Context: an optimization exercise on an open-source flow, tuned for small area, a short achievable clock period and few clock cycles per item. The choices shown serve that exercise and are no tape-out recipe. Function was checked by simulation only, so behaviour that the tests miss may differ from the original.

--- flow/flow/run.sh ---
#!/bin/bash
set -uo pipefail
source flow/knobs.sh
sed 's/yosys synth -nofsm -noshare/yosys synth -nofsm -noshare -noabc/' synth_recipe.tcl > my_synth.tcl
bash standard.sh SYNTH_SCRIPT=$PWD/my_synth.tcl SETUP_SLACK_MARGIN=$REPAIR_MARGIN_NS TNS_END_PERCENT=$TNS_PCT \
  MATCH_CELL_FOOTPRINT=0 MAX_REPAIR_ANTENNAS_ITER_DRT=$ANT_ITERS MAX_REPAIR_ANTENNAS_ITER_GRT=$ANT_ITERS "BUFFER_PORTS_ARGS=-buffer_cell $PORT_BUF" finish > flow_make.log 2>&1
rc=$?
tail -30 flow_make.log
exit $rc
--- flow/flow/knobs.sh ---
REPAIR_MARGIN_NS=8.8
TNS_PCT=100
PORT_BUF=sky130_fd_sc_hd__buf_4
ANT_ITERS=15
--- flow/standard.sh ---
#!/bin/bash
# synth_recipe.tcl (not shown) runs the flow's synth.tcl, then flattens the netlist and writes it again
# the make line also repeats each setting of config.mk as NAME=value (left out here)
make -C /OpenROAD-flow-scripts/flow DESIGN_CONFIG=/design/flow/config.mk WORK_HOME=/design/flow/orfs CLKGATE_MAP_FILE= SYNTH_SCRIPT=/design/flow/synth_recipe.tcl "${@:-finish}"
--- flow/config.mk ---
export PLATFORM = sky130hd
export DESIGN_NAME = pulse_shape_fir
export DESIGN_NICKNAME = pulse_shape_fir
export VERILOG_FILES = /design/flow/design.v
export SDC_FILE = /design/flow/constraint.sdc
export NUM_CORES = 4
export LEC_CHECK = 0
export CAP_MARGIN = 35
export CORE_MARGIN = 2
export CORE_UTILIZATION = 66
export PLACE_DENSITY = 0.76
export SLEW_MARGIN = 40
export SYNTH_HIERARCHICAL = 1
--- flow/constraint.sdc ---
create_clock -name core_clock -period 12.5 [get_ports {clk}]
set_input_delay 2.5000 -clock core_clock [delete_from_list [all_inputs] [get_ports {clk}]]
set_output_delay 2.5000 -clock core_clock [all_outputs]
set_load 0.01 [all_outputs]
--- flow/design.v ---
package fir_pkg;
    localparam int NTAPS = 65;
    localparam int DW    = 16;
    localparam int FRAC  = 13;
    localparam int ACCW  = 38;    
    localparam int CAW   = 7;
    localparam int NLANE = 12;    
endpackage
module fir_sample_line
#(
    parameter int DW    = fir_pkg::DW,
    parameter int DEPTH = 64
) (
    input  logic                clk,
    input  logic                ins,
    input  logic                zero_fb,
    input  logic [DW-1:0]       wr_dat,
    output logic [DEPTH*DW-1:0] taps
);
    logic [DW-1:0] mem_q [DEPTH];
    always_ff @(posedge clk) begin
        if (ins) begin
            mem_q[0] <= wr_dat;
        end else begin
            mem_q[0] <= mem_q[DEPTH-1] & {DW{~zero_fb}};
        end
    end
    for (genvar i = 1; i < DEPTH; i++) begin : g_sh
        always_ff @(posedge clk) begin
            mem_q[i] <= mem_q[i-1];
        end
    end
    for (genvar i = 0; i < DEPTH; i++) begin : g_tap
        assign taps[i*DW +: DW] = mem_q[i];
    end
endmodule
module fir_lane (
    input  logic              clk,
    input  logic [15:0]       x,
    input  logic [7:0]        one,
    input  logic [7:0]        two,
    input  logic [7:0]        neg,
    input  logic              clr_d,
    output logic [37:0]       acc_s,
    output logic [37:0]       acc_c
);
    logic clr_s, nclr_c;    
    logic [37:0] sa, ca;
    logic [37:0] s_d, c_d;
    logic [16:0] xe, xe1;
    logic [16:0] pp0;
    logic [16:0] pp1;
    logic [16:0] pp2;
    logic [16:0] pp3;
    logic [16:0] pp4;
    logic [16:0] pp5;
    logic [16:0] pp6;
    logic [16:0] pp7;
    logic w0, w1, w2, w3, w4, w5, w6, w7, w8, w9, w10, w11, w12, w13, w14, w15, w16, w17, w18, w19, w20, w21, w22, w23, w24, w25, w26, w27, w28, w29, w30, w31, w32, w33, w34, w35, w36, w37, w38, w39, w40, w41, w42, w43, w44, w45, w46, w47, w48, w49, w50, w51, w52, w53, w54, w55, w56, w57, w58, w59, w60, w61, w62, w63, w64, w65, w66, w67, w68, w69, w70, w71, w72, w73, w74, w75, w76, w77, w78, w79, w80, w81, w82, w83, w84, w85, w86, w87, w88, w89, w90, w91, w92, w93, w94, w95, w96, w97, w98, w99, w100, w101, w102, w103, w104, w105, w106, w107, w108, w109, w110, w111, w112, w113, w114, w115, w116, w117, w118, w119, w120, w121, w122, w123, w124, w125, w126, w127, w128, w129, w130, w131, w132, w133, w134, w135, w136, w137, w138, w139, w140, w141, w142, w143, w144, w145, w146, w147, w148, w149, w150, w151, w152, w153, w154, w155, w156, w157, w158, w159, w160, w161, w162, w163, w164, w165, w166, w167, w168, w169, w170, w171, w172, w173, w174, w175, w176, w177, w178, w179, w180, w181, w182, w183, w184, w185, w186, w187, w188, w189, w190, w191, w192, w193, w194, w195, w196, w197, w198, w199, w200, w201, w202, w203, w204, w205, w206, w207, w208, w209, w210, w211, w212, w213, w214, w215, w216, w217, w218, w219, w220, w221, w222, w223, w224, w225, w226, w227, w228, w229, w230, w231, w232, w233, w234, w235, w236, w237, w238, w239, w240, w241, w242, w243, w244, w245, w246, w247, w248, w249, w250, w251, w252, w253, w254, w255, w256, w257, w258, w259, w260, w261, w262, w263, w264, w265, w266, w267, w268, w269, w270, w271, w272, w273, w274, w275, w276, w277, w278, w279, w280, w281, w282, w283, w284, w285, w286, w287, w288, w289, w290, w291, w292, w293, w294, w295, w296, w297, w298, w299, w300, w301, w302, w303, w304, w305, w306, w307, w308, w309, w310, w311, w312, w313, w314, w315, w316, w317, w318, w319, w320, w321, w322, w323, w324, w325, w326, w327, w328, w329, w330, w331, w332, w333, w334, w335, w336, w337, w338, w339, w340, w341, w342, w343, w344, w345, w346, w347;
    assign sa  = acc_s & {38{~clr_s}};
    assign ca  = acc_c & {38{nclr_c}};
    assign xe  = {x[15], x};
    assign xe1 = {x, 1'b0};
    assign pp0[15:0] = ({16{one[0]}} & xe[15:0] | {16{two[0]}} & xe1[15:0]) ^ {16{neg[0]}};
    assign pp0[16]   = ~((one[0] & xe[16] | two[0] & xe1[16]) ^ neg[0]);
    assign pp1[15:0] = ({16{one[1]}} & xe[15:0] | {16{two[1]}} & xe1[15:0]) ^ {16{neg[1]}};
    assign pp1[16]   = ~((one[1] & xe[16] | two[1] & xe1[16]) ^ neg[1]);
    assign pp2[15:0] = ({16{one[2]}} & xe[15:0] | {16{two[2]}} & xe1[15:0]) ^ {16{neg[2]}};
    assign pp2[16]   = ~((one[2] & xe[16] | two[2] & xe1[16]) ^ neg[2]);
    assign pp3[15:0] = ({16{one[3]}} & xe[15:0] | {16{two[3]}} & xe1[15:0]) ^ {16{neg[3]}};
    assign pp3[16]   = ~((one[3] & xe[16] | two[3] & xe1[16]) ^ neg[3]);
    assign pp4[15:0] = ({16{one[4]}} & xe[15:0] | {16{two[4]}} & xe1[15:0]) ^ {16{neg[4]}};
    assign pp4[16]   = ~((one[4] & xe[16] | two[4] & xe1[16]) ^ neg[4]);
    assign pp5[15:0] = ({16{one[5]}} & xe[15:0] | {16{two[5]}} & xe1[15:0]) ^ {16{neg[5]}};
    assign pp5[16]   = ~((one[5] & xe[16] | two[5] & xe1[16]) ^ neg[5]);
    assign pp6[15:0] = ({16{one[6]}} & xe[15:0] | {16{two[6]}} & xe1[15:0]) ^ {16{neg[6]}};
    assign pp6[16]   = ~((one[6] & xe[16] | two[6] & xe1[16]) ^ neg[6]);
    assign pp7[15:0] = ({16{one[7]}} & xe[15:0] | {16{two[7]}} & xe1[15:0]) ^ {16{neg[7]}};
    assign pp7[16]   = ~((one[7] & xe[16] | two[7] & xe1[16]) ^ neg[7]);
    assign w0 = sa[12] ^ ca[12];
    assign w1 = sa[12] & ca[12];
    assign w2 = sa[13] ^ ca[13];
    assign w3 = sa[13] & ca[13];
    assign w5 = (sa[14] & ca[14]) | (sa[14] & neg[7]) | (ca[14] & neg[7]);
    assign w4 = (~w5 & (sa[14] | ca[14] | neg[7])) | (sa[14] & ca[14] & neg[7]);
    assign w6 = pp0[14] ^ pp1[12];
    assign w7 = pp0[14] & pp1[12];
    assign w9 = (sa[15] & ca[15]) | (sa[15] & pp0[15]) | (ca[15] & pp0[15]);
    assign w8 = (~w9 & (sa[15] | ca[15] | pp0[15])) | (sa[15] & ca[15] & pp0[15]);
    assign w10 = pp1[13] ^ pp2[11];
    assign w11 = pp1[13] & pp2[11];
    assign w13 = (sa[16] & ca[16]) | (sa[16] & pp0[16]) | (ca[16] & pp0[16]);
    assign w12 = (~w13 & (sa[16] | ca[16] | pp0[16])) | (sa[16] & ca[16] & pp0[16]);
    assign w14 = pp1[14] ^ pp2[12];
    assign w15 = pp1[14] & pp2[12];
    assign w17 = (sa[17] & ca[17]) | (sa[17] & pp1[15]) | (ca[17] & pp1[15]);
    assign w16 = (~w17 & (sa[17] | ca[17] | pp1[15])) | (sa[17] & ca[17] & pp1[15]);
    assign w18 = sa[18] ^ ca[18];
    assign w19 = sa[18] & ca[18];
    assign w20 = sa[6] ^ ca[6];
    assign w21 = sa[6] & ca[6];
    assign w22 = sa[7] ^ ca[7];
    assign w23 = sa[7] & ca[7];
    assign w25 = (sa[8] & ca[8]) | (sa[8] & neg[4]) | (ca[8] & neg[4]);
    assign w24 = (~w25 & (sa[8] | ca[8] | neg[4])) | (sa[8] & ca[8] & neg[4]);
    assign w26 = pp0[8] ^ pp1[6];
    assign w27 = pp0[8] & pp1[6];
    assign w29 = (sa[9] & ca[9]) | (sa[9] & pp0[9]) | (ca[9] & pp0[9]);
    assign w28 = (~w29 & (sa[9] | ca[9] | pp0[9])) | (sa[9] & ca[9] & pp0[9]);
    assign w30 = pp1[7] ^ pp2[5];
    assign w31 = pp1[7] & pp2[5];
    assign w33 = (sa[10] & ca[10]) | (sa[10] & neg[5]) | (ca[10] & neg[5]);
    assign w32 = (~w33 & (sa[10] | ca[10] | neg[5])) | (sa[10] & ca[10] & neg[5]);
    assign w35 = (pp0[10] & pp1[8]) | (pp0[10] & pp2[6]) | (pp1[8] & pp2[6]);
    assign w34 = (~w35 & (pp0[10] | pp1[8] | pp2[6])) | (pp0[10] & pp1[8] & pp2[6]);
    assign w36 = pp3[4] ^ pp4[2];
    assign w37 = pp3[4] & pp4[2];
    assign w39 = (sa[11] & ca[11]) | (sa[11] & pp0[11]) | (ca[11] & pp0[11]);
    assign w38 = (~w39 & (sa[11] | ca[11] | pp0[11])) | (sa[11] & ca[11] & pp0[11]);
    assign w41 = (pp1[9] & pp2[7]) | (pp1[9] & pp3[5]) | (pp2[7] & pp3[5]);
    assign w40 = (~w41 & (pp1[9] | pp2[7] | pp3[5])) | (pp1[9] & pp2[7] & pp3[5]);
    assign w42 = pp4[3] ^ pp5[1];
    assign w43 = pp4[3] & pp5[1];
    assign w45 = (neg[6] & w0) | (neg[6] & pp0[12]) | (w0 & pp0[12]);
    assign w44 = (~w45 & (neg[6] | w0 | pp0[12])) | (neg[6] & w0 & pp0[12]);
    assign w47 = (pp1[10] & pp2[8]) | (pp1[10] & pp3[6]) | (pp2[8] & pp3[6]);
    assign w46 = (~w47 & (pp1[10] | pp2[8] | pp3[6])) | (pp1[10] & pp2[8] & pp3[6]);
    assign w49 = (pp4[4] & pp5[2]) | (pp4[4] & pp6[0]) | (pp5[2] & pp6[0]);
    assign w48 = (~w49 & (pp4[4] | pp5[2] | pp6[0])) | (pp4[4] & pp5[2] & pp6[0]);
    assign w51 = (w1 & w2) | (w1 & pp0[13]) | (w2 & pp0[13]);
    assign w50 = (~w51 & (w1 | w2 | pp0[13])) | (w1 & w2 & pp0[13]);
    assign w53 = (pp1[11] & pp2[9]) | (pp1[11] & pp3[7]) | (pp2[9] & pp3[7]);
    assign w52 = (~w53 & (pp1[11] | pp2[9] | pp3[7])) | (pp1[11] & pp2[9] & pp3[7]);
    assign w55 = (pp4[5] & pp5[3]) | (pp4[5] & pp6[1]) | (pp5[3] & pp6[1]);
    assign w54 = (~w55 & (pp4[5] | pp5[3] | pp6[1])) | (pp4[5] & pp5[3] & pp6[1]);
    assign w57 = (w3 & pp2[10]) | (w3 & pp3[8]) | (pp2[10] & pp3[8]);
    assign w56 = (~w57 & (w3 | pp2[10] | pp3[8])) | (w3 & pp2[10] & pp3[8]);
    assign w59 = (pp4[6] & pp5[4]) | (pp4[6] & pp6[2]) | (pp5[4] & pp6[2]);
    assign w58 = (~w59 & (pp4[6] | pp5[4] | pp6[2])) | (pp4[6] & pp5[4] & pp6[2]);
    assign w61 = (pp7[0] & w4) | (pp7[0] & w6) | (w4 & w6);
    assign w60 = (~w61 & (pp7[0] | w4 | w6)) | (pp7[0] & w4 & w6);
    assign w63 = (pp3[9] & pp4[7]) | (pp3[9] & pp5[5]) | (pp4[7] & pp5[5]);
    assign w62 = (~w63 & (pp3[9] | pp4[7] | pp5[5])) | (pp3[9] & pp4[7] & pp5[5]);
    assign w65 = (pp6[3] & pp7[1]) | (pp6[3] & w5) | (pp7[1] & w5);
    assign w64 = (~w65 & (pp6[3] | pp7[1] | w5)) | (pp6[3] & pp7[1] & w5);
    assign w67 = (w7 & w10) | (w7 & w8) | (w10 & w8);
    assign w66 = (~w67 & (w7 | w10 | w8)) | (w7 & w10 & w8);
    assign w69 = (pp3[10] & pp4[8]) | (pp3[10] & pp5[6]) | (pp4[8] & pp5[6]);
    assign w68 = (~w69 & (pp3[10] | pp4[8] | pp5[6])) | (pp3[10] & pp4[8] & pp5[6]);
    assign w71 = (pp6[4] & pp7[2]) | (pp6[4] & w11) | (pp7[2] & w11);
    assign w70 = (~w71 & (pp6[4] | pp7[2] | w11)) | (pp6[4] & pp7[2] & w11);
    assign w73 = (w14 & w9) | (w14 & w12) | (w9 & w12);
    assign w72 = (~w73 & (w14 | w9 | w12)) | (w14 & w9 & w12);
    assign w75 = (pp2[13] & pp3[11]) | (pp2[13] & pp4[9]) | (pp3[11] & pp4[9]);
    assign w74 = (~w75 & (pp2[13] | pp3[11] | pp4[9])) | (pp2[13] & pp3[11] & pp4[9]);
    assign w77 = (pp5[7] & pp6[5]) | (pp5[7] & pp7[3]) | (pp6[5] & pp7[3]);
    assign w76 = (~w77 & (pp5[7] | pp6[5] | pp7[3])) | (pp5[7] & pp6[5] & pp7[3]);
    assign w79 = (w15 & w13) | (w15 & w16) | (w13 & w16);
    assign w78 = (~w79 & (w15 | w13 | w16)) | (w15 & w13 & w16);
    assign w81 = (w18 & pp1[16]) | (w18 & pp2[14]) | (pp1[16] & pp2[14]);
    assign w80 = (~w81 & (w18 | pp1[16] | pp2[14])) | (w18 & pp1[16] & pp2[14]);
    assign w83 = (pp3[12] & pp4[10]) | (pp3[12] & pp5[8]) | (pp4[10] & pp5[8]);
    assign w82 = (~w83 & (pp3[12] | pp4[10] | pp5[8])) | (pp3[12] & pp4[10] & pp5[8]);
    assign w85 = (pp6[6] & pp7[4]) | (pp6[6] & w17) | (pp7[4] & w17);
    assign w84 = (~w85 & (pp6[6] | pp7[4] | w17)) | (pp6[6] & pp7[4] & w17);
    assign w87 = (sa[19] & ca[19]) | (sa[19] & w19) | (ca[19] & w19);
    assign w86 = (~w87 & (sa[19] | ca[19] | w19)) | (sa[19] & ca[19] & w19);
    assign w89 = (pp2[15] & pp3[13]) | (pp2[15] & pp4[11]) | (pp3[13] & pp4[11]);
    assign w88 = (~w89 & (pp2[15] | pp3[13] | pp4[11])) | (pp2[15] & pp3[13] & pp4[11]);
    assign w91 = (pp5[9] & pp6[7]) | (pp5[9] & pp7[5]) | (pp6[7] & pp7[5]);
    assign w90 = (~w91 & (pp5[9] | pp6[7] | pp7[5])) | (pp5[9] & pp6[7] & pp7[5]);
    assign w93 = (sa[20] & ca[20]) | (sa[20] & pp2[16]) | (ca[20] & pp2[16]);
    assign w92 = (~w93 & (sa[20] | ca[20] | pp2[16])) | (sa[20] & ca[20] & pp2[16]);
    assign w95 = (pp3[14] & pp4[12]) | (pp3[14] & pp5[10]) | (pp4[12] & pp5[10]);
    assign w94 = (~w95 & (pp3[14] | pp4[12] | pp5[10])) | (pp3[14] & pp4[12] & pp5[10]);
    assign w96 = pp6[8] ^ pp7[6];
    assign w97 = pp6[8] & pp7[6];
    assign w99 = (sa[21] & ca[21]) | (sa[21] & pp3[15]) | (ca[21] & pp3[15]);
    assign w98 = (~w99 & (sa[21] | ca[21] | pp3[15])) | (sa[21] & ca[21] & pp3[15]);
    assign w101 = (pp4[13] & pp5[11]) | (pp4[13] & pp6[9]) | (pp5[11] & pp6[9]);
    assign w100 = (~w101 & (pp4[13] | pp5[11] | pp6[9])) | (pp4[13] & pp5[11] & pp6[9]);
    assign w103 = (sa[22] & ca[22]) | (sa[22] & pp3[16]) | (ca[22] & pp3[16]);
    assign w102 = (~w103 & (sa[22] | ca[22] | pp3[16])) | (sa[22] & ca[22] & pp3[16]);
    assign w104 = pp4[14] ^ pp5[12];
    assign w105 = pp4[14] & pp5[12];
    assign w107 = (sa[23] & ca[23]) | (sa[23] & pp4[15]) | (ca[23] & pp4[15]);
    assign w106 = (~w107 & (sa[23] | ca[23] | pp4[15])) | (sa[23] & ca[23] & pp4[15]);
    assign w108 = sa[24] ^ ca[24];
    assign w109 = sa[24] & ca[24];
    assign w110 = sa[2] ^ ca[2];
    assign w111 = sa[2] & ca[2];
    assign w112 = sa[3] ^ ca[3];
    assign w113 = sa[3] & ca[3];
    assign w115 = (sa[4] & ca[4]) | (sa[4] & neg[2]) | (ca[4] & neg[2]);
    assign w114 = (~w115 & (sa[4] | ca[4] | neg[2])) | (sa[4] & ca[4] & neg[2]);
    assign w116 = pp0[4] ^ pp1[2];
    assign w117 = pp0[4] & pp1[2];
    assign w119 = (sa[5] & ca[5]) | (sa[5] & pp0[5]) | (ca[5] & pp0[5]);
    assign w118 = (~w119 & (sa[5] | ca[5] | pp0[5])) | (sa[5] & ca[5] & pp0[5]);
    assign w120 = pp1[3] ^ pp2[1];
    assign w121 = pp1[3] & pp2[1];
    assign w123 = (neg[3] & w20) | (neg[3] & pp0[6]) | (w20 & pp0[6]);
    assign w122 = (~w123 & (neg[3] | w20 | pp0[6])) | (neg[3] & w20 & pp0[6]);
    assign w125 = (pp1[4] & pp2[2]) | (pp1[4] & pp3[0]) | (pp2[2] & pp3[0]);
    assign w124 = (~w125 & (pp1[4] | pp2[2] | pp3[0])) | (pp1[4] & pp2[2] & pp3[0]);
    assign w127 = (w21 & w22) | (w21 & pp0[7]) | (w22 & pp0[7]);
    assign w126 = (~w127 & (w21 | w22 | pp0[7])) | (w21 & w22 & pp0[7]);
    assign w129 = (pp1[5] & pp2[3]) | (pp1[5] & pp3[1]) | (pp2[3] & pp3[1]);
    assign w128 = (~w129 & (pp1[5] | pp2[3] | pp3[1])) | (pp1[5] & pp2[3] & pp3[1]);
    assign w131 = (w23 & pp2[4]) | (w23 & pp3[2]) | (pp2[4] & pp3[2]);
    assign w130 = (~w131 & (w23 | pp2[4] | pp3[2])) | (w23 & pp2[4] & pp3[2]);
    assign w133 = (pp4[0] & w24) | (pp4[0] & w26) | (w24 & w26);
    assign w132 = (~w133 & (pp4[0] | w24 | w26)) | (pp4[0] & w24 & w26);
    assign w135 = (pp3[3] & pp4[1]) | (pp3[3] & w25) | (pp4[1] & w25);
    assign w134 = (~w135 & (pp3[3] | pp4[1] | w25)) | (pp3[3] & pp4[1] & w25);
    assign w137 = (w27 & w30) | (w27 & w28) | (w30 & w28);
    assign w136 = (~w137 & (w27 | w30 | w28)) | (w27 & w30 & w28);
    assign w139 = (pp5[0] & w32) | (pp5[0] & w31) | (w32 & w31);
    assign w138 = (~w139 & (pp5[0] | w32 | w31)) | (pp5[0] & w32 & w31);
    assign w141 = (w36 & w29) | (w36 & w34) | (w29 & w34);
    assign w140 = (~w141 & (w36 | w29 | w34)) | (w36 & w29 & w34);
    assign w143 = (w33 & w37) | (w33 & w42) | (w37 & w42);
    assign w142 = (~w143 & (w33 | w37 | w42)) | (w33 & w37 & w42);
    assign w145 = (w35 & w38) | (w35 & w40) | (w38 & w40);
    assign w144 = (~w145 & (w35 | w38 | w40)) | (w35 & w38 & w40);
    assign w147 = (w43 & w39) | (w43 & w41) | (w39 & w41);
    assign w146 = (~w147 & (w43 | w39 | w41)) | (w43 & w39 & w41);
    assign w149 = (w44 & w46) | (w44 & w48) | (w46 & w48);
    assign w148 = (~w149 & (w44 | w46 | w48)) | (w44 & w46 & w48);
    assign w151 = (w45 & w47) | (w45 & w49) | (w47 & w49);
    assign w150 = (~w151 & (w45 | w47 | w49)) | (w45 & w47 & w49);
    assign w153 = (w50 & w52) | (w50 & w54) | (w52 & w54);
    assign w152 = (~w153 & (w50 | w52 | w54)) | (w50 & w52 & w54);
    assign w155 = (w51 & w53) | (w51 & w55) | (w53 & w55);
    assign w154 = (~w155 & (w51 | w53 | w55)) | (w51 & w53 & w55);
    assign w157 = (w56 & w58) | (w56 & w60) | (w58 & w60);
    assign w156 = (~w157 & (w56 | w58 | w60)) | (w56 & w58 & w60);
    assign w159 = (w57 & w59) | (w57 & w62) | (w59 & w62);
    assign w158 = (~w159 & (w57 | w59 | w62)) | (w57 & w59 & w62);
    assign w161 = (w64 & w61) | (w64 & w66) | (w61 & w66);
    assign w160 = (~w161 & (w64 | w61 | w66)) | (w64 & w61 & w66);
    assign w163 = (w63 & w65) | (w63 & w68) | (w65 & w68);
    assign w162 = (~w163 & (w63 | w65 | w68)) | (w63 & w65 & w68);
    assign w165 = (w70 & w67) | (w70 & w72) | (w67 & w72);
    assign w164 = (~w165 & (w70 | w67 | w72)) | (w70 & w67 & w72);
    assign w167 = (w69 & w74) | (w69 & w76) | (w74 & w76);
    assign w166 = (~w167 & (w69 | w74 | w76)) | (w69 & w74 & w76);
    assign w169 = (w71 & w73) | (w71 & w78) | (w73 & w78);
    assign w168 = (~w169 & (w71 | w73 | w78)) | (w71 & w73 & w78);
    assign w171 = (w75 & w77) | (w75 & w80) | (w77 & w80);
    assign w170 = (~w171 & (w75 | w77 | w80)) | (w75 & w77 & w80);
    assign w173 = (w82 & w79) | (w82 & w84) | (w79 & w84);
    assign w172 = (~w173 & (w82 | w79 | w84)) | (w82 & w79 & w84);
    assign w175 = (w86 & w81) | (w86 & w83) | (w81 & w83);
    assign w174 = (~w175 & (w86 | w81 | w83)) | (w86 & w81 & w83);
    assign w177 = (w88 & w90) | (w88 & w85) | (w90 & w85);
    assign w176 = (~w177 & (w88 | w90 | w85)) | (w88 & w90 & w85);
    assign w179 = (w87 & w96) | (w87 & w89) | (w96 & w89);
    assign w178 = (~w179 & (w87 | w96 | w89)) | (w87 & w96 & w89);
    assign w181 = (w91 & w92) | (w91 & w94) | (w92 & w94);
    assign w180 = (~w181 & (w91 | w92 | w94)) | (w91 & w92 & w94);
    assign w183 = (pp7[7] & w97) | (pp7[7] & w93) | (w97 & w93);
    assign w182 = (~w183 & (pp7[7] | w97 | w93)) | (pp7[7] & w97 & w93);
    assign w185 = (w95 & w98) | (w95 & w100) | (w98 & w100);
    assign w184 = (~w185 & (w95 | w98 | w100)) | (w95 & w98 & w100);
    assign w187 = (pp6[10] & pp7[8]) | (pp6[10] & w104) | (pp7[8] & w104);
    assign w186 = (~w187 & (pp6[10] | pp7[8] | w104)) | (pp6[10] & pp7[8] & w104);
    assign w189 = (w99 & w101) | (w99 & w102) | (w101 & w102);
    assign w188 = (~w189 & (w99 | w101 | w102)) | (w99 & w101 & w102);
    assign w191 = (pp5[13] & pp6[11]) | (pp5[13] & pp7[9]) | (pp6[11] & pp7[9]);
    assign w190 = (~w191 & (pp5[13] | pp6[11] | pp7[9])) | (pp5[13] & pp6[11] & pp7[9]);
    assign w193 = (w105 & w103) | (w105 & w106) | (w103 & w106);
    assign w192 = (~w193 & (w105 | w103 | w106)) | (w105 & w103 & w106);
    assign w195 = (w108 & pp4[16]) | (w108 & pp5[14]) | (pp4[16] & pp5[14]);
    assign w194 = (~w195 & (w108 | pp4[16] | pp5[14])) | (w108 & pp4[16] & pp5[14]);
    assign w197 = (pp6[12] & pp7[10]) | (pp6[12] & w107) | (pp7[10] & w107);
    assign w196 = (~w197 & (pp6[12] | pp7[10] | w107)) | (pp6[12] & pp7[10] & w107);
    assign w199 = (sa[25] & ca[25]) | (sa[25] & w109) | (ca[25] & w109);
    assign w198 = (~w199 & (sa[25] | ca[25] | w109)) | (sa[25] & ca[25] & w109);
    assign w201 = (pp5[15] & pp6[13]) | (pp5[15] & pp7[11]) | (pp6[13] & pp7[11]);
    assign w200 = (~w201 & (pp5[15] | pp6[13] | pp7[11])) | (pp5[15] & pp6[13] & pp7[11]);
    assign w203 = (sa[26] & ca[26]) | (sa[26] & pp5[16]) | (ca[26] & pp5[16]);
    assign w202 = (~w203 & (sa[26] | ca[26] | pp5[16])) | (sa[26] & ca[26] & pp5[16]);
    assign w204 = pp6[14] ^ pp7[12];
    assign w205 = pp6[14] & pp7[12];
    assign w207 = (sa[27] & ca[27]) | (sa[27] & pp6[15]) | (ca[27] & pp6[15]);
    assign w206 = (~w207 & (sa[27] | ca[27] | pp6[15])) | (sa[27] & ca[27] & pp6[15]);
    assign w208 = sa[28] ^ ca[28];
    assign w209 = sa[28] & ca[28];
    assign w210 = sa[0] ^ ca[0];
    assign w211 = sa[0] & ca[0];
    assign w212 = sa[1] ^ ca[1];
    assign w213 = sa[1] & ca[1];
    assign w215 = (neg[1] & w110) | (neg[1] & pp0[2]) | (w110 & pp0[2]);
    assign w214 = (~w215 & (neg[1] | w110 | pp0[2])) | (neg[1] & w110 & pp0[2]);
    assign w217 = (w111 & w112) | (w111 & pp0[3]) | (w112 & pp0[3]);
    assign w216 = (~w217 & (w111 | w112 | pp0[3])) | (w111 & w112 & pp0[3]);
    assign w219 = (w113 & pp2[0]) | (w113 & w114) | (pp2[0] & w114);
    assign w218 = (~w219 & (w113 | pp2[0] | w114)) | (w113 & pp2[0] & w114);
    assign w221 = (w115 & w117) | (w115 & w120) | (w117 & w120);
    assign w220 = (~w221 & (w115 | w117 | w120)) | (w115 & w117 & w120);
    assign w223 = (w121 & w119) | (w121 & w122) | (w119 & w122);
    assign w222 = (~w223 & (w121 | w119 | w122)) | (w121 & w119 & w122);
    assign w225 = (w123 & w125) | (w123 & w126) | (w125 & w126);
    assign w224 = (~w225 & (w123 | w125 | w126)) | (w123 & w125 & w126);
    assign w227 = (w127 & w129) | (w127 & w130) | (w129 & w130);
    assign w226 = (~w227 & (w127 | w129 | w130)) | (w127 & w129 & w130);
    assign w229 = (w131 & w134) | (w131 & w133) | (w134 & w133);
    assign w228 = (~w229 & (w131 | w134 | w133)) | (w131 & w134 & w133);
    assign w231 = (w135 & w138) | (w135 & w137) | (w138 & w137);
    assign w230 = (~w231 & (w135 | w138 | w137)) | (w135 & w138 & w137);
    assign w233 = (w139 & w142) | (w139 & w141) | (w142 & w141);
    assign w232 = (~w233 & (w139 | w142 | w141)) | (w139 & w142 & w141);
    assign w235 = (w143 & w145) | (w143 & w146) | (w145 & w146);
    assign w234 = (~w235 & (w143 | w145 | w146)) | (w143 & w145 & w146);
    assign w237 = (w147 & w149) | (w147 & w150) | (w149 & w150);
    assign w236 = (~w237 & (w147 | w149 | w150)) | (w147 & w149 & w150);
    assign w239 = (w151 & w153) | (w151 & w154) | (w153 & w154);
    assign w238 = (~w239 & (w151 | w153 | w154)) | (w151 & w153 & w154);
    assign w241 = (w155 & w158) | (w155 & w157) | (w158 & w157);
    assign w240 = (~w241 & (w155 | w158 | w157)) | (w155 & w158 & w157);
    assign w243 = (w159 & w162) | (w159 & w161) | (w162 & w161);
    assign w242 = (~w243 & (w159 | w162 | w161)) | (w159 & w162 & w161);
    assign w245 = (w163 & w166) | (w163 & w165) | (w166 & w165);
    assign w244 = (~w245 & (w163 | w166 | w165)) | (w163 & w166 & w165);
    assign w247 = (w167 & w170) | (w167 & w172) | (w170 & w172);
    assign w246 = (~w247 & (w167 | w170 | w172)) | (w167 & w170 & w172);
    assign w249 = (w171 & w174) | (w171 & w173) | (w174 & w173);
    assign w248 = (~w249 & (w171 | w174 | w173)) | (w171 & w174 & w173);
    assign w251 = (w175 & w178) | (w175 & w180) | (w178 & w180);
    assign w250 = (~w251 & (w175 | w178 | w180)) | (w175 & w178 & w180);
    assign w253 = (w179 & w181) | (w179 & w182) | (w181 & w182);
    assign w252 = (~w253 & (w179 | w181 | w182)) | (w179 & w181 & w182);
    assign w255 = (w183 & w186) | (w183 & w185) | (w186 & w185);
    assign w254 = (~w255 & (w183 | w186 | w185)) | (w183 & w186 & w185);
    assign w257 = (w190 & w187) | (w190 & w189) | (w187 & w189);
    assign w256 = (~w257 & (w190 | w187 | w189)) | (w190 & w187 & w189);
    assign w259 = (w191 & w194) | (w191 & w193) | (w194 & w193);
    assign w258 = (~w259 & (w191 | w194 | w193)) | (w191 & w194 & w193);
    assign w261 = (w198 & w195) | (w198 & w200) | (w195 & w200);
    assign w260 = (~w261 & (w198 | w195 | w200)) | (w198 & w195 & w200);
    assign w263 = (w199 & w204) | (w199 & w201) | (w204 & w201);
    assign w262 = (~w263 & (w199 | w204 | w201)) | (w199 & w204 & w201);
    assign w265 = (pp7[13] & w205) | (pp7[13] & w203) | (w205 & w203);
    assign w264 = (~w265 & (pp7[13] | w205 | w203)) | (pp7[13] & w205 & w203);
    assign w267 = (w208 & pp6[16]) | (w208 & pp7[14]) | (pp6[16] & pp7[14]);
    assign w266 = (~w267 & (w208 | pp6[16] | pp7[14])) | (w208 & pp6[16] & pp7[14]);
    assign w269 = (sa[29] & ca[29]) | (sa[29] & w209) | (ca[29] & w209);
    assign w268 = (~w269 & (sa[29] | ca[29] | w209)) | (sa[29] & ca[29] & w209);
    assign w270 = sa[30] ^ ca[30];
    assign w271 = sa[30] & ca[30];
    assign w272 = neg[0] ^ w210;
    assign w273 = neg[0] & w210;
    assign w275 = (w211 & w212) | (w211 & pp0[1]) | (w212 & pp0[1]);
    assign w274 = (~w275 & (w211 | w212 | pp0[1])) | (w211 & w212 & pp0[1]);
    assign w277 = (w213 & pp1[0]) | (w213 & w214) | (pp1[0] & w214);
    assign w276 = (~w277 & (w213 | pp1[0] | w214)) | (w213 & pp1[0] & w214);
    assign w279 = (pp1[1] & w215) | (pp1[1] & w216) | (w215 & w216);
    assign w278 = (~w279 & (pp1[1] | w215 | w216)) | (pp1[1] & w215 & w216);
    assign w281 = (w116 & w217) | (w116 & w218) | (w217 & w218);
    assign w280 = (~w281 & (w116 | w217 | w218)) | (w116 & w217 & w218);
    assign w283 = (w118 & w219) | (w118 & w220) | (w219 & w220);
    assign w282 = (~w283 & (w118 | w219 | w220)) | (w118 & w219 & w220);
    assign w285 = (w124 & w221) | (w124 & w222) | (w221 & w222);
    assign w284 = (~w285 & (w124 | w221 | w222)) | (w124 & w221 & w222);
    assign w287 = (w128 & w223) | (w128 & w224) | (w223 & w224);
    assign w286 = (~w287 & (w128 | w223 | w224)) | (w128 & w223 & w224);
    assign w289 = (w132 & w225) | (w132 & w226) | (w225 & w226);
    assign w288 = (~w289 & (w132 | w225 | w226)) | (w132 & w225 & w226);
    assign w291 = (w227 & w136) | (w227 & w228) | (w136 & w228);
    assign w290 = (~w291 & (w227 | w136 | w228)) | (w227 & w136 & w228);
    assign w293 = (w140 & w229) | (w140 & w230) | (w229 & w230);
    assign w292 = (~w293 & (w140 | w229 | w230)) | (w140 & w229 & w230);
    assign w295 = (w144 & w231) | (w144 & w232) | (w231 & w232);
    assign w294 = (~w295 & (w144 | w231 | w232)) | (w144 & w231 & w232);
    assign w297 = (w148 & w233) | (w148 & w234) | (w233 & w234);
    assign w296 = (~w297 & (w148 | w233 | w234)) | (w148 & w233 & w234);
    assign w299 = (w152 & w235) | (w152 & w236) | (w235 & w236);
    assign w298 = (~w299 & (w152 | w235 | w236)) | (w152 & w235 & w236);
    assign w301 = (w237 & w156) | (w237 & w238) | (w156 & w238);
    assign w300 = (~w301 & (w237 | w156 | w238)) | (w237 & w156 & w238);
    assign w303 = (w239 & w160) | (w239 & w240) | (w160 & w240);
    assign w302 = (~w303 & (w239 | w160 | w240)) | (w239 & w160 & w240);
    assign w305 = (w164 & w241) | (w164 & w242) | (w241 & w242);
    assign w304 = (~w305 & (w164 | w241 | w242)) | (w164 & w241 & w242);
    assign w307 = (w168 & w243) | (w168 & w244) | (w243 & w244);
    assign w306 = (~w307 & (w168 | w243 | w244)) | (w168 & w243 & w244);
    assign w309 = (w169 & w245) | (w169 & w246) | (w245 & w246);
    assign w308 = (~w309 & (w169 | w245 | w246)) | (w169 & w245 & w246);
    assign w311 = (w176 & w248) | (w176 & w247) | (w248 & w247);
    assign w310 = (~w311 & (w176 | w248 | w247)) | (w176 & w248 & w247);
    assign w313 = (w177 & w250) | (w177 & w249) | (w250 & w249);
    assign w312 = (~w313 & (w177 | w250 | w249)) | (w177 & w250 & w249);
    assign w315 = (w184 & w252) | (w184 & w251) | (w252 & w251);
    assign w314 = (~w315 & (w184 | w252 | w251)) | (w184 & w252 & w251);
    assign w317 = (w188 & w253) | (w188 & w254) | (w253 & w254);
    assign w316 = (~w317 & (w188 | w253 | w254)) | (w188 & w253 & w254);
    assign w319 = (w192 & w255) | (w192 & w256) | (w255 & w256);
    assign w318 = (~w319 & (w192 | w255 | w256)) | (w192 & w255 & w256);
    assign w321 = (w196 & w257) | (w196 & w258) | (w257 & w258);
    assign w320 = (~w321 & (w196 | w257 | w258)) | (w196 & w257 & w258);
    assign w323 = (w197 & w260) | (w197 & w259) | (w260 & w259);
    assign w322 = (~w323 & (w197 | w260 | w259)) | (w197 & w260 & w259);
    assign w325 = (w202 & w261) | (w202 & w262) | (w261 & w262);
    assign w324 = (~w325 & (w202 | w261 | w262)) | (w202 & w261 & w262);
    assign w327 = (w206 & w263) | (w206 & w264) | (w263 & w264);
    assign w326 = (~w327 & (w206 | w263 | w264)) | (w206 & w263 & w264);
    assign w329 = (w207 & w266) | (w207 & w265) | (w266 & w265);
    assign w328 = (~w329 & (w207 | w266 | w265)) | (w207 & w266 & w265);
    assign w331 = (pp7[15] & w268) | (pp7[15] & w267) | (w268 & w267);
    assign w330 = (~w331 & (pp7[15] | w268 | w267)) | (pp7[15] & w268 & w267);
    assign w333 = (w270 & pp7[16]) | (w270 & w269) | (pp7[16] & w269);
    assign w332 = (~w333 & (w270 | pp7[16] | w269)) | (w270 & pp7[16] & w269);
    assign w335 = (sa[31] & ca[31]) | (sa[31] & w271) | (ca[31] & w271);
    assign w334 = (~w335 & (sa[31] | ca[31] | w271)) | (sa[31] & ca[31] & w271);
    assign w336 = sa[32] ^ ca[32];
    assign w337 = sa[32] & ca[32];
    assign w338 = sa[33] ^ ca[33];
    assign w339 = sa[33] & ca[33];
    assign w340 = sa[34] ^ ca[34];
    assign w341 = sa[34] & ca[34];
    assign w342 = sa[35] ^ ca[35];
    assign w343 = sa[35] & ca[35];
    assign w344 = sa[36] ^ ca[36];
    assign w345 = sa[36] & ca[36];
    assign w346 = sa[37] ^ ca[37];
    assign w347 = sa[37] & ca[37];
    assign s_d[0] = w272;
    assign c_d[0] = pp0[0];
    assign s_d[1] = w274;
    assign c_d[1] = w273;
    assign s_d[2] = w276;
    assign c_d[2] = w275;
    assign s_d[3] = w278;
    assign c_d[3] = w277;
    assign s_d[4] = w280;
    assign c_d[4] = w279;
    assign s_d[5] = w282;
    assign c_d[5] = w281;
    assign s_d[6] = w284;
    assign c_d[6] = w283;
    assign s_d[7] = w286;
    assign c_d[7] = w285;
    assign s_d[8] = w288;
    assign c_d[8] = w287;
    assign s_d[9] = w290;
    assign c_d[9] = w289;
    assign s_d[10] = w292;
    assign c_d[10] = w291;
    assign s_d[11] = w294;
    assign c_d[11] = w293;
    assign s_d[12] = w296;
    assign c_d[12] = w295;
    assign s_d[13] = w298;
    assign c_d[13] = w297;
    assign s_d[14] = w300;
    assign c_d[14] = w299;
    assign s_d[15] = w302;
    assign c_d[15] = w301;
    assign s_d[16] = w304;
    assign c_d[16] = w303;
    assign s_d[17] = w306;
    assign c_d[17] = w305;
    assign s_d[18] = w308;
    assign c_d[18] = w307;
    assign s_d[19] = w310;
    assign c_d[19] = w309;
    assign s_d[20] = w312;
    assign c_d[20] = w311;
    assign s_d[21] = w314;
    assign c_d[21] = w313;
    assign s_d[22] = w316;
    assign c_d[22] = w315;
    assign s_d[23] = w318;
    assign c_d[23] = w317;
    assign s_d[24] = w320;
    assign c_d[24] = w319;
    assign s_d[25] = w322;
    assign c_d[25] = w321;
    assign s_d[26] = w324;
    assign c_d[26] = w323;
    assign s_d[27] = w326;
    assign c_d[27] = w325;
    assign s_d[28] = w328;
    assign c_d[28] = w327;
    assign s_d[29] = w330;
    assign c_d[29] = w329;
    assign s_d[30] = w332;
    assign c_d[30] = w331;
    assign s_d[31] = w334;
    assign c_d[31] = w333;
    assign s_d[32] = w336;
    assign c_d[32] = w335;
    assign s_d[33] = w338;
    assign c_d[33] = w337;
    assign s_d[34] = w340;
    assign c_d[34] = w339;
    assign s_d[35] = w342;
    assign c_d[35] = w341;
    assign s_d[36] = w344;
    assign c_d[36] = w343;
    assign s_d[37] = w346;
    assign c_d[37] = w345;
    always_ff @(posedge clk) begin
        clr_s  <= clr_d;
        nclr_c <= ~clr_d;
        acc_s <= s_d;
        acc_c <= c_d;
    end
endmodule
module fir_lane2 (
    input  logic              clk,
    input  logic [15:0]       x0,
    input  logic [15:0]       x1,
    input  logic [7:0]        one_d,
    input  logic [7:0]        two_d,
    input  logic [7:0]        neg_d,
    input  logic              clr0_d,
    input  logic              clr1_d,
    output logic [37:0]       acc_s0,
    output logic [37:0]       acc_c0,
    output logic [37:0]       acc_s1,
    output logic [37:0]       acc_c1
);
    logic [7:0] one, two, neg;
    always_ff @(posedge clk) begin
        one <= one_d;
        two <= two_d;
        neg <= neg_d;
    end
    fir_lane u_l0 (.clk(clk), .x(x0), .one(one), .two(two), .neg(neg), .clr_d(clr0_d), .acc_s(acc_s0), .acc_c(acc_c0));
    fir_lane u_l1 (.clk(clk), .x(x1), .one(one), .two(two), .neg(neg), .clr_d(clr1_d), .acc_s(acc_s1), .acc_c(acc_c1));
endmodule
import fir_pkg::*;
module pulse_shape_fir #(
    parameter int NTAPS = fir_pkg::NTAPS,
    parameter int DW    = fir_pkg::DW,
    parameter int ACCW  = fir_pkg::ACCW
) (
    input  logic                    clk,
    input  logic                    reset_n,
    input  logic [DW-1:0]           sample_in,
    input  logic                    sample_valid,
    output logic                    ready,
    output logic [fir_pkg::CAW-1:0] coef_addr,
    input  logic [DW-1:0]           coef_in,
    output logic [DW-1:0]           y_out,
    output logic                    y_valid,
    output logic                    sample_drop
);
    localparam int M  = fir_pkg::NLANE;
    localparam int KH = 22;                         
    localparam logic [KH-1:0] KBIAS = 22'h3faaab;    
    logic [5:0]       r_q, r_d;        
    logic [6:0]       k_q, k_d;        
    logic             win_q, win_d;    
    logic             open_q, open_d;  
    logic             ready_q, ready_d;
    logic             fw_q, fw_d;      
    logic [6:0]       n_q, n_d;        
    logic [5:0]       m_q, m_d;        
    logic             drop_q;
    logic             boot_q;          
    logic [6:0]       kn_q, k_o;
    logic             rdyn_q, ready_o;
    logic             slot_q, slot_d;  
    logic             stv_q, stv_d;    
    logic [DW-1:0]    stg_q;
    logic             acc, ins, zero_fb;
    logic [6:0]       rn;
    logic [DW-1:0]    ring_in;
    assign acc     = ready_q & sample_valid;
    assign ins     = slot_q & (stv_q | sample_valid);
    assign ring_in = stv_q ? stg_q : sample_in;
    assign rn      = {1'b0, r_q} + n_q;
    assign zero_fb = ~rn[6];
    for (genvar v = 0; v < 2; v++) begin : g_nx
        logic [5:0] r_v;
        logic [6:0] k_v;
        logic       win_v, open_v, fw_v;
        logic [5:0] m_v;
        logic [6:0] n_v;
        logic       slot_v, stv_v, ready_v, ins_v, acc_v, start_v;
        logic [38:0] nx;
        always_comb begin
            acc_v   = ready_q & (v == 1);
            ins_v   = slot_q & (stv_q | (v == 1));
            r_v     = ins_v ? 6'd0 : r_q + 6'd1;
            start_v = ~ins_v & (r_q == 6'(M - 1));
            k_v     = k_q;
            win_v   = win_q;
            open_v  = open_q;
            fw_v    = fw_q;
            m_v     = m_q;
            n_v     = n_q;
            if (ins_v) begin
                m_v = m_q + 6'd1;
                if (!n_q[6]) n_v = n_q + 7'd1;
            end
            if (slot_q & ~ins_v) open_v = 1'b0;
            if (win_q) begin
                if (k_q == 7'd0) win_v = 1'b0;
                else             k_v   = k_q - 7'd1;
            end
            if (boot_q) begin
                r_v    = 6'd0;
                k_v    = 7'(M);
                win_v  = 1'b1;
                open_v = 1'b1;
                m_v    = 6'd0;
                fw_v   = 1'b1;
            end else if (start_v) begin
                k_v    = 7'd64;
                win_v  = 1'b1;
                open_v = 1'b1;
                m_v    = 6'd0;
                fw_v   = (n_q == 7'd0);
            end
            slot_v  = win_v & open_v & (k_v != 7'd0) & (k_v <= 7'(M));
            stv_v   = ins_v ? (stv_q & acc_v) : (stv_q | acc_v);
            ready_v = ~stv_v | slot_v;
            nx      = {r_v, k_v, win_v, open_v, fw_v, m_v, n_v, slot_v, stv_v, ready_v};
        end
    end
    assign {r_d, k_d, win_d, open_d, fw_d, m_d, n_d, slot_d, stv_d, ready_d} =
        sample_valid ? g_nx[1].nx : g_nx[0].nx;
    always_ff @(posedge clk or negedge reset_n) begin
        if (!reset_n) begin
            boot_q  <= 1'b1;
            r_q     <= '0;
            kn_q    <= '1;
            k_o     <= '0;
            win_q   <= 1'b0;
            open_q  <= 1'b0;
            slot_q  <= 1'b0;
            stv_q   <= 1'b0;
            rdyn_q  <= 1'b1;
            ready_o <= 1'b0;
            fw_q    <= 1'b1;
            n_q     <= '0;
            m_q     <= '0;
            drop_q  <= 1'b0;
        end else begin
            boot_q  <= 1'b0;
            r_q     <= r_d;
            kn_q    <= ~k_d;
            k_o     <= k_d;
            win_q   <= win_d;
            open_q  <= open_d;
            slot_q  <= slot_d;
            stv_q   <= stv_d;
            rdyn_q  <= ~ready_d;
            ready_o <= ready_d;
            fw_q    <= fw_d;
            n_q     <= n_d;
            m_q     <= m_d;
            drop_q  <= sample_valid & ~ready_q;
        end
    end
    always_ff @(posedge clk) begin
        if (acc & ~(ins & ~stv_q)) stg_q <= sample_in;
    end
    assign k_q         = ~kn_q;
    assign ready_q     = ~rdyn_q;
    assign ready       = ready_o;
    assign coef_addr   = k_o;
    assign sample_drop = drop_q;
    logic [64*DW-1:0] taps;
    fir_sample_line #(.DW(DW), .DEPTH(64)) u_line (
        .clk     (clk),
        .ins     (ins),
        .zero_fb (zero_fb),
        .wr_dat  (ring_in),
        .taps    (taps)
    );
    logic [DW-1:0] coef_q;
    logic [6:0]    k1_q;
    logic          w1_q, fw1_q;
    logic [7:0]    one_d, two_d, neg_d;
    logic [M-1:0]  clr_d;
    logic [16:0]   cx;
    assign cx = {coef_q, 1'b0};
    always_comb begin
        for (int i = 0; i < 8; i++) begin
            one_d[i] = w1_q & (cx[2*i+1] ^ cx[2*i]);
            two_d[i] = w1_q & ((cx[2*i+2] & ~cx[2*i+1] & ~cx[2*i]) | (~cx[2*i+2] & cx[2*i+1] & cx[2*i]));
            neg_d[i] = w1_q & cx[2*i+2] & ~(cx[2*i+1] & cx[2*i]);
        end
        for (int j = 0; j < M; j++) begin
            clr_d[j] = w1_q & ((k1_q == 7'd64) | (fw1_q & (k1_q == 7'(j))));
        end
    end
    always_ff @(posedge clk or negedge reset_n) begin
        if (!reset_n) begin
            w1_q <= 1'b0;
        end else begin
            w1_q <= win_q;
        end
    end
    always_ff @(posedge clk) begin
        coef_q <= coef_in;
        k1_q   <= k_q;
        fw1_q  <= fw_q;
    end
    logic [ACCW-1:0] acc_s [M];
    logic [ACCW-1:0] acc_c [M];
    for (genvar p = 0; p < M / 2; p++) begin : g_pair
        fir_lane2 u_pair (
            .clk    (clk),
            .x0     (taps[(M+1-2*p)*DW +: DW]),
            .x1     (taps[(M-2*p)*DW +: DW]),
            .one_d  (one_d),
            .two_d  (two_d),
            .neg_d  (neg_d),
            .clr0_d (clr_d[2*p]),
            .clr1_d (clr_d[2*p+1]),
            .acc_s0 (acc_s[2*p]),
            .acc_c0 (acc_c[2*p]),
            .acc_s1 (acc_s[2*p+1]),
            .acc_c1 (acc_c[2*p+1])
        );
    end
    logic          p1_q, p2_q;
    logic [M-1:0]  rsel_q;
    logic [5:0]    mrd_q;
    logic          fwr_q;
    logic [M-1:0]  rvm;
    logic          rv_q;
    logic [ACCW-1:0] rs_q, rc_q, rs_d, rc_d;
    logic [KH-1:0] cn_q, cn_d;
    logic [ACCW-1:0] cst, tot;
    logic [ACCW-1:0] t_s, t_c;
    logic [ACCW-FRAC-1:0] rnd;
    logic [DW-1:0] y_q, y_d;
    logic          yv_q;
    logic          rv2_q;
    logic [ACCW-FRAC-1:0] rnd_q;
    always_comb begin
        rs_d = '0;
        rc_d = '0;
        for (int j = 0; j < M; j++) begin
            rs_d = rs_d | (acc_s[j] & {ACCW{rsel_q[j]}});
            rc_d = rc_d | (acc_c[j] & {ACCW{rsel_q[j]}});
            rvm[j] = rsel_q[j] & (6'(j) < mrd_q);
        end
        if (rsel_q[0]) cn_d = fwr_q ? KBIAS : KH'(KBIAS * 65);
        else           cn_d = cn_q + (fwr_q ? KH'(KBIAS * 2) : KBIAS);
    end
    always_ff @(posedge clk or negedge reset_n) begin
        if (!reset_n) begin
            p1_q   <= 1'b0;
            p2_q   <= 1'b0;
            rsel_q <= '0;
            rv_q   <= 1'b0;
            rv2_q  <= 1'b0;
            yv_q   <= 1'b0;
            y_q    <= '0;
        end else begin
            p1_q   <= win_q & (k_q == 7'd0);
            p2_q   <= p1_q;
            rsel_q <= {rsel_q[M-2:0], p2_q};
            rv_q   <= |rvm;
            rv2_q  <= rv_q;
            yv_q   <= rv2_q;
            if (rv2_q) y_q <= y_d;
        end
    end
    always_ff @(posedge clk) begin
        if (win_q & (k_q == 7'd0)) begin
            mrd_q <= m_q;
            fwr_q <= fw_q;
        end
        rs_q <= rs_d;
        rc_q <= rc_d;
        cn_q <= cn_d;
        rnd_q <= tot[ACCW-1:FRAC];
    end
    assign cst = {cn_q, 16'h1000};
    assign t_s = rs_q ^ rc_q ^ cst;
    assign t_c = {(rs_q[ACCW-2:0] & rc_q[ACCW-2:0]) | (rs_q[ACCW-2:0] & cst[ACCW-2:0]) | (rc_q[ACCW-2:0] & cst[ACCW-2:0]), 1'b0};
    assign tot = t_s + t_c;
    assign rnd = rnd_q;
    always_comb begin
        if (!rnd[ACCW-FRAC-1] && (|rnd[ACCW-FRAC-2:DW-1]))      y_d = {1'b0, {(DW-1){1'b1}}};
        else if (rnd[ACCW-FRAC-1] && !(&rnd[ACCW-FRAC-2:DW-1])) y_d = {1'b1, {(DW-1){1'b0}}};
        else                                                    y_d = rnd[DW-1:0];
    end
    assign y_out   = y_q;
    assign y_valid = yv_q;
endmodule
==> results.cfg, run 1 <==
[setup_path]
required_ps = 10000
path_class = flip-flop to output pin
cp_slowest_stage_delay_ps = 420
cp-end-kind = output pin
worst_setup_path_start_kind = flip-flop
worst-path-buf-inv = 1
cp_max_fo = 1
crit_arrival_ps = 1520
crit_family = flip-flops
path_cells = buf_6
reg2reg_slack_ps = 8820
slowest_stage = dfrtp_1

[logic_synthesis]
synth_warnings = 13
async_flop_share_pct = 3.23
syn_nets = 13200
syn_area_um2 = 137000
syn_inst = 11000
synth_edf_count = 23
synth-main-ff-cell = dfxtp_1
synth_seq_area_share_pct = 34.8
yosysUniqueCellTypes = 81
synth_area_per_cell_um2 = 12.4
synth_seq_cells = 2350

[clocking]
cts_max_path_buffers = 3
clock_latency_ps = 960
cts_root_buf = clkbuf_16
cts_made_buffers = 235
numClockSinks = 2350
cts_tree = built
htree_num_levels = 4
path_clk_slew_ps = 70

[routing]
vias = 94700
initialDrtViolationCount = 13600
post_drt_wl_per_cell_um = 37.6
via_per_inst = 6.99
wirelength_mm = 509
ant_nets = 0
drt_pass1_iterations = 8
drc = 0

[cells_and_area]
fin_nets = 12800
stdcell_area_um2 = 145000
drive_above_1_share_pct = 12.3
final_cell_mix = 2,058 x dfxtp_1, 1,737 x fa_1, 1,576 x xnor2_1
final_common_cell = dfxtp_1
syn_to_final_growth_pct = 5.61

[timing]
max_clock_freq_mhz = 249
final-max-slew-violation-count = 0
finalSetupTns_ps = 0
period_share_pct = 32.1
finalSetupViolCount = 0
worst_pin_slew_ps = 1160
finalClockSkew_ps = 66.8
hold_slack_ps = 300
timing.final.crit_period_ps = 4020
rsz0062_at_grt = yes
relSlewSlack_pct = 22.6
finalHoldViolCount = 0

[floorplan]
io_pins = 61
coreArea_um2 = 207000
dieHeight_um = 460
start_util_pct = 66.3
rows = 167
die_w_um = 460
dieArea_um2 = 211000

[placed_design]
dp_hpwl_mm = 361
gp_congestion = 1.14
portBuffers = 60
placed_area_um2 = 136000

[global_routing]
gr-total-overflow = 0
grt_max_degree = 77
grt_pass1_wl_mm = 721
grtUsageTotal_pct = 48.3
grt_pass1_vias = 97400
antenna_found_initial = 103

[flow_run]
drv_cap = 0

[hold_path]
hold_path_class = flip-flop to flip-flop

[outcome]
status = finished clean
[cell usage after synthesis, drive strengths merged, types with 11 or more instances]
library cell | n | area share (%)
dfxtp | 2251 | 33
fa | 1737 | 25
xnor2 | 1578 | 10
a22oi | 1440 | 8.8
buf | 806 | 4.6
nor2b | 464 | 2.1
and2 | 463 | 2.1
ha | 446 | 4.1
clkbuf | 267 | 0.97
a221oi | 231 | 1.5
a22o | 228 | 1.5
nand2 | 212 | 0.58
o21ai | 159 | 0.62
xor2 | 116 | 0.74
nand3 | 101 | 0.37
nor2 | 83 | 0.23
inv | 69 | 0.19
dfrtp | 66 | 1.2
a21oi | 44 | 0.17
nand2b | 27 | 0.12
edfxtp | 23 | 0.50
a21boi | 17 | 0.093
mux2 | 17 | 0.14
nor3 | 17 | 0.062
a21o | 16 | 0.088
o22ai | 16 | 0.073
nand4 | 12 | 0.055
or3 | 11 | 0.054
[registers in the layout (all words and copies together), names as in the netlist, 22 cells and up]
| register | cells |
|---|---|
| rnd_q | 25 |
| g_pair.u_pair.neg | 48 |
| g_pair.u_pair.u_l0.acc_s | 228 |
| g_pair.u_pair.u_l1.acc_c | 228 |
| g_pair.u_pair.two | 48 |
| u_line.mem_q | 1024 |
| g_pair.u_pair.u_l0.acc_c | 228 |
| cn_q | 22 |
| g_pair.u_pair.u_l1.acc_s | 228 |
| rc_q | 38 |
| g_pair.u_pair.one | 48 |
| rs_q | 38 |
[stage by stage]
| step | setup WS, ps | util [%] | std cells |
|---|---|---|---|
| after global routing | 8460 | 69.9 | 13500 |
| after floorplan | 8850 | - | 11000 |
| after detailed placement | 8170 | 65.7 | 13000 |
| after global placement | 8210 | 65.6 | 13000 |
| after CTS | 8440 | 69.8 | 13500 |
| final | 8480 | 70.0 | 13500 |
[modules after synthesis, one instance, submodules excluded, excerpt]
module | cells | area (µm²)
pulse_shape_fir | 1643 | 15600
fir_lane2 | 24 | 480
fir_lane | 680 | 8150
[path summary, 6_finish.rpt]
| check | startpoint | to | depth (start not counted) |
|---|---|---|---|
| max | k_o[1]$_DFF_PN0_ | coef_addr[1] | 1 |
| min | u_line.mem_q[54][4]$_DFF_P_ | u_line.mem_q[55][4]$_DFF_P_ | 0 |
| max reg2reg | g_pair[1].u_pair.two[6]$_DFF_P_ | g_pair[1].u_pair.u_l1.acc_s[20]$_DFF_P_ | 7 |
| min reg2reg | u_line.mem_q[54][4]$_DFF_P_ | u_line.mem_q[55][4]$_DFF_P_ | 0 |
| max in group asynchronous | reset_n | rsel_q[2]$_DFF_PN0_ | 1 |
| min in group asynchronous | reset_n | rsel_q[0]$_DFF_PN0_ | 1 |
[final cells by class]
type                       count  area, µm²
clock inverter               104       1340
clock buffer                 331       6780
multi-input combinational   7530      81800
timing repair buffer         376       3120
sequential                  2350      48000
antenna                       81        203
inverter                      70        263
tap                         2704       3380
fill                       14500      62000
[timing repair]
item                       in CTS  in global routing
cloned                          0                  0
resized for setup              46                 46
hold endpoints to repair        0                  0
hold buffers                    0                  0
setup endpoints to repair     102                109
setup buffers                  10                  8
[metal layers]
layer | share of wire (%) | global-route usage [%] | routed length, µm | up-vias
met5 | 0.12 | 0 | 610 | -
met4 | 9.0 | 35.4 | 46000 | 56
met2 | 41 | 66.6 | 207000 | 7885
met1 | 35 | 59.0 | 177000 | 48100
li1 | - | - | - | 36600
met3 | 16 | 22.7 | 79200 | 2030
[cell families after synthesis]
logic type	synth area share [%]
buffers and inverters	5.76
multiplexers	0.140
AO/OA/AOI/OAI	13.2
AND/OR/NAND/NOR	5.85
adder cells (fa/ha/maj)	29.4
flip-flops	34.8
other	0.00273
XOR/XNOR	10.8
Testbench counts, summed over its fixed seeds: cycles 5,720, items 960.
==> inputs of run 2 (changes only) <==
--- a/flow/config.mk
+++ b/flow/config.mk
@@ -9,4 +9,4 @@
 export CORE_MARGIN = 2
-export CORE_UTILIZATION = 66
-export PLACE_DENSITY = 0.76
+export CORE_UTILIZATION = 70
+export PLACE_DENSITY = 0.8
 export SLEW_MARGIN = 40
==> run 2 against run 1 <==
  * Still clean on timing, DRC and antenna
  * Sequential share of layout area about the same
  * Fmax up 1.7%
  * Critical path depth unchanged
  * Clock-buffer cell count down 4
  * Final cell count down 0.23%
  * Global-route usage up 3.2 points
  * Clock skew up 0.84 ps
  * Worst hold slack better by 16 ps
  * Core utilization up 4.5 points
  * Via count up 2.4%
==> results.cfg, run 2 <==
[outcome]
status = finished clean

[global_routing]
grtUsageTotal_pct = 51.5
grt_pass1_wl_mm = 724
grt_pass1_vias = 98700
antenna_found_initial = 118
grt_max_degree = 80
gr-total-overflow = 0

[timing]
final-max-slew-violation-count = 0
worst_pin_slew_ps = 1130
finalHoldViolCount = 0
fin_ws_ps = 8550
finalClockSkew_ps = 67.7
finalSetupViolCount = 0
finalSetupTns_ps = 0
timing.final.crit_period_ps = 3950
period_share_pct = 31.6
rsz0062_at_grt = yes
relSlewSlack_pct = 24.6
max_clock_freq_mhz = 253

[routing]
initialDrtViolationCount = 15100
via_per_inst = 7.18
drc = 0
post_drt_wl_per_cell_um = 38.0
wirelength_mm = 513
ant_nets = 0
vias = 97000
drt_pass1_iterations = 10

[setup_path]
crit_arrival_ps = 1450
cp-end-kind = output pin
reg2reg_slack_ps = 8760
reg2regPathDepth = 6
required_ps = 10000
worst-path-buf-inv = 1
crit_family = flip-flops
r2r_end = g_pair[4].u_pair.u_l1.acc_s[21]$_DFF_P_
slowest_stage = dfrtp_1
cp_slowest_stage_delay_ps = 410
path_class = flip-flop to output pin
worst_setup_path_start_kind = flip-flop
cp_max_fo = 1
startpoint = k_o[1]$_DFF_PN0_
path_cells = buf_6
reg2reg_from = g_pair[4].u_pair.neg[6]$_DFF_P_

[logic_synthesis]
syn_area_um2 = 137000
synth_seq_cells = 2350
synth_area_per_cell_um2 = 12.4
synth_common_cells = 2,251 x dfxtp_1, 1,737 x fa_1, 1,578 x xnor2_1, 1,176 x a22oi_1, 464 x nor2b_1
async_flop_share_pct = 3.23
synth-main-ff-cell = dfxtp_1
synth_top_area_share_pct = 32.9
syn_inst = 11000
ys_top_cells_by_area = dfxtp_1 33%, fa_1 25%, xnor2_1 10%, a22oi_1 6.4%, ha_1 4.1%
synth_seq_area_share_pct = 34.8
synth_most_common_cell = dfxtp_1
yosys.area.top_type = dfxtp_1
synth_edf_count = 23
yosysUniqueCellTypes = 81
syn_nets = 13200
synth_warnings = 13

[placed_design]
portBuffers = 60
pre_cts_ws_ps = 8130
dp_hpwl_mm = 357
gp_congestion = 1.22
dp.cells = 12900

[cells_and_area]
top_register = u_line.mem_q
layout.cells.non_filler = 13500
final_common_cell = dfxtp_1
fin_nets = 12800
utilization_pct = 74.5
final_cell_mix = 2,048 x dfxtp_1, 1,737 x fa_1, 1,574 x xnor2_1
drive_above_1_share_pct = 12.4
syn_to_final_growth_pct = 5.78
largest_reg_flops = 1024

[hold_path]
min_to = u_line.mem_q[28][11]$_DFF_P_
hold_path_class = flip-flop to flip-flop
worstHoldStart = u_line.mem_q[27][11]$_DFF_P_
hold_depth = 0

[floorplan]
io_pins = 61
coreArea_um2 = 195000
rows = 162
start_util_pct = 70.4
dieArea_um2 = 199000
die_w_um = 447
dieHeight_um = 447

[clocking]
path_clk_slew_ps = 70
cts_max_path_buffers = 3
htree_num_levels = 4
postCtsHoldBufs = 0
clock_latency_ps = 930
cts_tree = built
cts_root_buf = clkbuf_16
numClockSinks = 2350
cts_made_buffers = 231

[flow_run]
drv_cap = 0
## run 2: cell counts after synthesis
No cell type changed its count.
## run 2: area by class of cell
cell class                 count  area [µm²]
fill                       12600       49700
timing repair buffer         369        3050
inverter                      70         263
antenna                      142         355
multi-input combinational   7530       81800
sequential                  2350       48000
clock inverter               103        1590
tap                         2624        3280
clock buffer                 327        6720
## run 2: repair_timing
item / 4_1_cts / 5_1_grt
resized for setup: 57 / 51
buffers inserted: 6 / 8
endpoints found under the setup margin: 113 / 114
## run 2: worst max-delay path by stage
stage	to	slack (ps)	cells past startpoint
6_report	coef_addr[1]	8550	1
3_5_place_dp	k_o[4]$_DFF_PN0_	8130	7
3_3_place_gp	m_q[1]$_DFFE_PN0P_	8190	7
2_1_floorplan	m_q[5]$_DFFE_PN0P_	8850	8
5_1_grt	coef_addr[1]	8510	1
4_1_cts	coef_addr[1]	8510	1
## run 2: stage by stage
step,hold slack [ps],instance area [µm²]
after floorplan,310,137000
after global placement,309,136000
after detailed placement,312,136000
after CTS,295,144000
after global routing,309,145000
final,316,145000
## run 2: layer usage
layer,GRT usage (%),part of all wire [%]
met1,61.5,33
met2,69.6,40
met3,26.9,17
met4,39.3,9.6
met5,2.78,0.20
## run 2: worst reg2reg max path, delay by kind of cell (launching register included)
| family | cells | cell delay, ps |
|---|---|---|
| buffers and inverters | 1 | 510 |
| XOR/XNOR | 1 | 190 |
| flip-flops | 1 | 790 |
| adder cells (fa/ha/maj) | 4 | 2130 |
## run 2: logic make-up after synthesis
group                      Yosys count  share of synthesized area, %
and+or+nand+nor                   1419                          5.85
DFF                               2350                          34.8
muxes                               17                         0.140
adders and majority gates         2183                          29.4
xor gates and xnor gates          1694                          10.8
AOI/OAI and AO/OA                 2216                          13.2
other                                1                       0.00273
buffers and inverters             1143                          5.76
## run 2: modules after synthesis (local to each module, per instance), a selection
module	cells inside	flip-flops and latches	copies in the design	area, µm²
fir_lane	680	78	12	8150
fir_lane2	24	24	6	480
pulse_shape_fir	1643	246	1	15600

-- static timing again, ports no longer ideal --
The flow's constraints put no driver on any port. The routed layouts listed below were extracted and timed again, unchanged, in two steps. Step 1 sets driving cells, clkbuf_16 on the clock port and buf_2 on the other inputs (assumed; they add their load-dependent delay and slew). Step 2 also shifts input and output timing later by t, the mid clock arrival at the registers, as if the neighbouring blocks saw the same clock. Three values: no drivers, after step 1, after step 2; two values: the first two.
run | t (ns) | setup WS [ns] | hold slack, ns | pins driven straight from the clock port
run 1 | 1.028 | 8.482 / 8.386 / 8.466 | 0.300 / 0.300 / 0.300 | 1
run 2 | 0.998 | 8.551 / 8.445 / 8.335 | 0.316 / 0.316 / 0.316 | 1
After both steps setup and hold are still met in every run listed. For run 2, which loses most, drivers alone change the setup slack by -0.106 ns; drivers and shift together by -0.216 ns.
